This design comes from an exercise in tuning for small area, a short achievable clock period and few clock cycles per item on the open sky130 flow, not from production work.
Function was checked by simulation only, so behaviour that the tests miss may differ from the original.

==> job 2294 <==
==> flow/design.v (excerpt) <==
module dual_axis_pd_velocity_loop (
   input  logic         clock,
   input  logic         reset,
   input  logic         req_valid,
   output logic         req_ready,
   input  logic [15:0]  req_cmd_x,
   input  logic [15:0]  req_cmd_y,
   input  logic [15:0]  req_vel_x,
   input  logic [15:0]  req_vel_y,
   output logic         rsp_valid,
   input  logic         rsp_ready,
   output logic [15:0]  rsp_out_x,
   output logic [15:0]  rsp_out_y,
   output logic         rsp_clipped,
   input  logic         csr_valid,
   output logic         csr_ready,
   input  logic [2:0]   csr_index,
   input  logic [31:0]  csr_data
);
==> flow/config.mk <==
export PLATFORM = sky130hd
export DESIGN_NAME = dual_axis_pd_velocity_loop
export DESIGN_NICKNAME = dual_axis_pd_velocity_loop
export VERILOG_FILES = /design/flow/design.v
export SDC_FILE = /design/flow/constraint.sdc
export NUM_CORES = 4
export LEC_CHECK = 0
export ABC_AREA = 1
export CAP_MARGIN = 10
export CORE_MARGIN = 2
export CORE_UTILIZATION = 30
export CTS_CLUSTER_DIAMETER = 120
export CTS_CLUSTER_SIZE = 22
export SETUP_SLACK_MARGIN = 5.0
export SLEW_MARGIN = 10
==> flow/constraint.sdc <==
create_clock -name core_clock -period 11.0 [get_ports {clock}]
set_input_delay 2.2000 -clock core_clock [delete_from_list [all_inputs] [get_ports {clock}]]
set_output_delay 2.2000 -clock core_clock [all_outputs]
set_load 0.01 [all_outputs]
run.sh (not shown) runs the stock make flow with config.mk's settings and CLKGATE_MAP_FILE= SYNTH_SCRIPT=/design/flow/synth_recipe.tcl, a recipe that flattens the netlist after the stock synthesis.
==> job 9091: changes against job 2294 <==
- PLACE_DENSITY: unset -> 0.72
==> job 8993: changes against job 2294 <==
- PLACE_DENSITY: unset -> 0.5
==> run summary <==
Job 2294 went through all stages and came out clean. Job 9091 went through all stages and came out clean. Job 8993 ran to the end with no violations. Clock skew, lowest first: job 2294, job 9091, job 8993. Between job 9091 and job 2294, the lower utilization is in job 9091 (gap 0.28 points). Register-to-register slack: job 9091 is worse than job 8993 (30 ps). Worst hold slack: job 2294 > job 9091 > job 8993. In synthesized cell count, job 9091 and job 2294 do not differ. Final cell count, highest first: job 8993, job 2294, job 9091. In job 9091 the via count is smaller than in job 2294, by 1.0%.
Testbench counts of job 2294, summed over its fixed seeds: cycles 2,176, items 2,048.
Testbench counts of job 9091, summed over its fixed seeds: cycles 2,176, items 2,048.
Testbench counts of job 8993, summed over its fixed seeds: cycles 2,176, items 2,048.

==> 10-02 <==
dual_axis_pd_velocity_loop again, from the RTL that the note above started with.
==> flow/design.v (excerpt) <==
module dual_axis_pd_velocity_loop (
   input  logic         clock,
   input  logic         reset,
   input  logic         req_valid,
   output logic         req_ready,
   input  logic [15:0]  req_cmd_x,
   input  logic [15:0]  req_cmd_y,
   input  logic [15:0]  req_vel_x,
   input  logic [15:0]  req_vel_y,
   output logic         rsp_valid,
   input  logic         rsp_ready,
   output logic [15:0]  rsp_out_x,
   output logic [15:0]  rsp_out_y,
   output logic         rsp_clipped,
   input  logic         csr_valid,
   output logic         csr_ready,
   input  logic [2:0]   csr_index,
   input  logic [31:0]  csr_data
);
Settings: LEC_CHECK=0, ABC_AREA=1, CAP_MARGIN=10, CORE_MARGIN=2, CORE_UTILIZATION=30, CTS_CLUSTER_DIAMETER=120, CTS_CLUSTER_SIZE=22, PLACE_DENSITY=0.9, SETUP_SLACK_MARGIN=5.0, SLEW_MARGIN=10; clock period 11.0 ns.
standard.sh (not shown) runs the stock make flow with config.mk's settings and CLKGATE_MAP_FILE= SYNTH_SCRIPT=/design/flow/synth_recipe.tcl, a recipe that flattens the netlist after the stock synthesis.
==> flow/flow/run.sh <==
#!/bin/bash
# The standard layout, with one step added after synthesis: flow/polarity.py
# moves inverters through the full-adder cells of the synthesized netlist
# (a full adder with all inputs inverted gives both outputs inverted), which
# leaves fewer inverters. Registers and the rest of the netlist are unchanged.
set -euo pipefail
cp standard.sh standard_sh.log
bash standard.sh synth > synth.log 2>&1
R=orfs/results/${FLOW_PLATFORM}/dual_axis_pd_velocity_loop/base
python3 flow/polarity.py "$R/1_2_yosys.v" "$R/1_2_yosys.pol.v" > polarity.log 2>&1
mv "$R/1_2_yosys.pol.v" "$R/1_2_yosys.v"
rm -f "$R/1_synth.odb" "$R/1_synth.sdc"
bash standard.sh > layout.log 2>&1
Other scripts of this flow, unchanged in this note and not shown: flow/flow/polarity.py
==> 11-16: changes against 10-02 <==
CORE_UTILIZATION = 50   (was 30)
PLACE_DENSITY = 0.8   (was 0.9)
==> 07-20: changes against 10-02 <==
PLACE_DENSITY = 0.72   (was 0.9)
==> comparison <==
In flip-flop and latch count, 11-16 and 07-20 do not differ.
Design area: 10-02 > 07-20 > 11-16.
Synthesized cell count is the same in 07-20 and 11-16.
Sequential share of layout area: 10-02 < 07-20 < 11-16.
Via count, lowest first: 07-20, 11-16, 10-02.
Against 07-20, the utilization of 10-02 is higher by 0.10 points.
==> figures <==
| metric | 11-16 | 07-20 | 10-02 |
|---|---|---|---|
| Outcome | finished clean | finished clean | finished clean |
| Total setup buffers inserted after CTS | 25 | 23 | 22 |
| Via count of the first global-routing pass | 62410 | 59380 | 63410 |
| CLK BUF | 58 | 59 | 55 |
| Critical R2R Launch | prev_y_ff[3] | err_x_ff[5] | err_x_ff[3] |
| Routed length on met2 | 105000 um | 105900 um | 106600 um |
| Worst Min Path Start | cmd_x1_ff[7] | cmd_x1_ff[10] | cmd_y1_ff[5] |
| Share of the final layout cell area in sequential cells | 19.41% | 19.01% | 18.93% |
| Overall fraction of global-route tracks in use | 29.74% | 17.95% | 18.26% |
| Floorplan core area | 150300 um2 | 251400 um2 | 251400 um2 |
| Inserted tap cell count | 2016 | 3348 | 3348 |
| Top metal layer carrying routed signals | met5 | met4 | met5 |
| Largest fanout on the critical path | 8 | 31 | 8 |
Testbench counts of 10-02, summed over its fixed seeds: cycles 2,176, items 2,048.
Testbench counts of 11-16, summed over its fixed seeds: cycles 2,176, items 2,048.
Testbench counts of 07-20, summed over its fixed seeds: cycles 2,176, items 2,048.

==> inputs of run F <==
Starting RTL as in the previous note.
Settings: LEC_CHECK=0, ABC_AREA=1, CAP_MARGIN=10, CORE_MARGIN=2, CORE_UTILIZATION=30, CTS_CLUSTER_DIAMETER=120, CTS_CLUSTER_SIZE=22, PLACE_DENSITY=0.5, SETUP_SLACK_MARGIN=5.0, SLEW_MARGIN=10; clock period 11.0 ns.
Scripts as last shown in full above: flow/flow/run.sh
Other scripts of this flow, unchanged in this note and not shown: flow/flow/polarity.py
==> run Z (differences from run F) <==
--- a/flow/config.mk
+++ b/flow/config.mk
@@ -13,3 +13,3 @@
 export CTS_CLUSTER_SIZE = 22
-export PLACE_DENSITY = 0.5
+export PLACE_DENSITY = 0.85
 export SETUP_SLACK_MARGIN = 5.0
==> run X (differences from run F) <==
--- a/flow/config.mk
+++ b/flow/config.mk
@@ -13,3 +13,3 @@
 export CTS_CLUSTER_SIZE = 22
-export PLACE_DENSITY = 0.5
+export PLACE_DENSITY = 0.8
 export SETUP_SLACK_MARGIN = 5.0
==> comparison table <==
quantity                                                          run F                    run Z                    run X
Final nets                                                        9,256                    9,225                    9,196
Worst EP arrival                                                6.40 ns                  6.54 ns                  6.30 ns
Area of all placed cells without fillers                   0.08377 mm^2             0.08337 mm^2             0.08298 mm^2
Clock Skew                                                   0.04970 ns               0.08111 ns               0.08114 ns
CLK BUF                                                              59                       57                       57
Outcome                                         complete, no violations  complete, no violations  complete, no violations
Clock network share of area                                     0.01637                  0.01505                  0.01530
Growth of design area from synthesis to finish                   10.35%                   9.824%                   9.313%
Vias after detailed routing                                      58,960                   61,680                   60,770
Fraction of area in multi-input gates                            0.6530                   0.6556                   0.6582
Critical R2R Launch                                        prev_x_ff[7]             prev_x_ff[3]             prev_x_ff[7]
Minimum setup slack after placement                            3.130 ns                 2.952 ns                 3.044 ns
Storage cell area                                          0.01578 mm^2             0.01578 mm^2             0.01578 mm^2
Testbench counts of run F, summed over its fixed seeds: cycles 2,176, items 2,048.
Testbench counts of run Z, summed over its fixed seeds: cycles 2,176, items 2,048.
Testbench counts of run X, summed over its fixed seeds: cycles 2,176, items 2,048.

[separate check: timing with driven ports]
In the flow no input, the clock included, has a driving cell. The finished layouts below were timed again as built, in two steps. Step 1 (the two cells are an assumption about what drives the block):
set clk [get_ports {clock}]
set_driving_cell -lib_cell sky130_fd_sc_hd__clkbuf_16 $clk
set_driving_cell -lib_cell sky130_fd_sc_hd__buf_2 [delete_from_list [all_inputs] $clk]
Step 2 adds t to the input delays and takes it off the output delays; t is the mean of the earliest and latest rising clock arrival at the registers after step 1. Input paths then give back, and output paths get back, about the clock's delay inside the block. Slacks: no drivers / after step 1 / after step 2; pairs: no drivers / after step 1.
run	t (ns)	setup slack, ns	worst hold slack (ns)	worst setup path at the end	slew at the worst register clock pin (ns)
job 2294	0.782	5.011 / 5.060 / 4.277	0.423 / 0.423 / 0.423	input to register	0.10 / 0.10
job 9091	0.754	5.096 / 5.085 / 4.417	0.415 / 0.415 / 0.415	input to register	0.11 / 0.11
job 8993	0.808	5.111 / 5.087 / 4.402	0.391 / 0.391 / 0.391	input to register	0.10 / 0.10
10-02	0.728	5.059 / 5.038 / 4.348	0.421 / 0.421 / 0.421	input to register	0.10 / 0.10
11-16	0.739	4.963 / 5.021 / 4.282	0.426 / 0.426 / 0.426	input to register	0.10 / 0.10
07-20	0.751	5.049 / 5.069 / 4.352	0.418 / 0.418 / 0.418	input to register	0.10 / 0.10
run F	0.797	5.036 / 5.099 / 4.309	0.407 / 0.407 / 0.407	input to register	0.10 / 0.10
run Z	0.746	4.814 / 4.814 / 4.430	0.374 / 0.374 / 0.374	input to register	0.10 / 0.10
run X	0.754	5.119 / 5.119 / 4.419	0.417 / 0.417 / 0.417	input to register	0.10 / 0.10
After both steps setup and hold are still met in every run listed. For job 2294, which loses most, drivers alone change the setup slack by +0.049 ns; drivers and shift together by -0.734 ns.
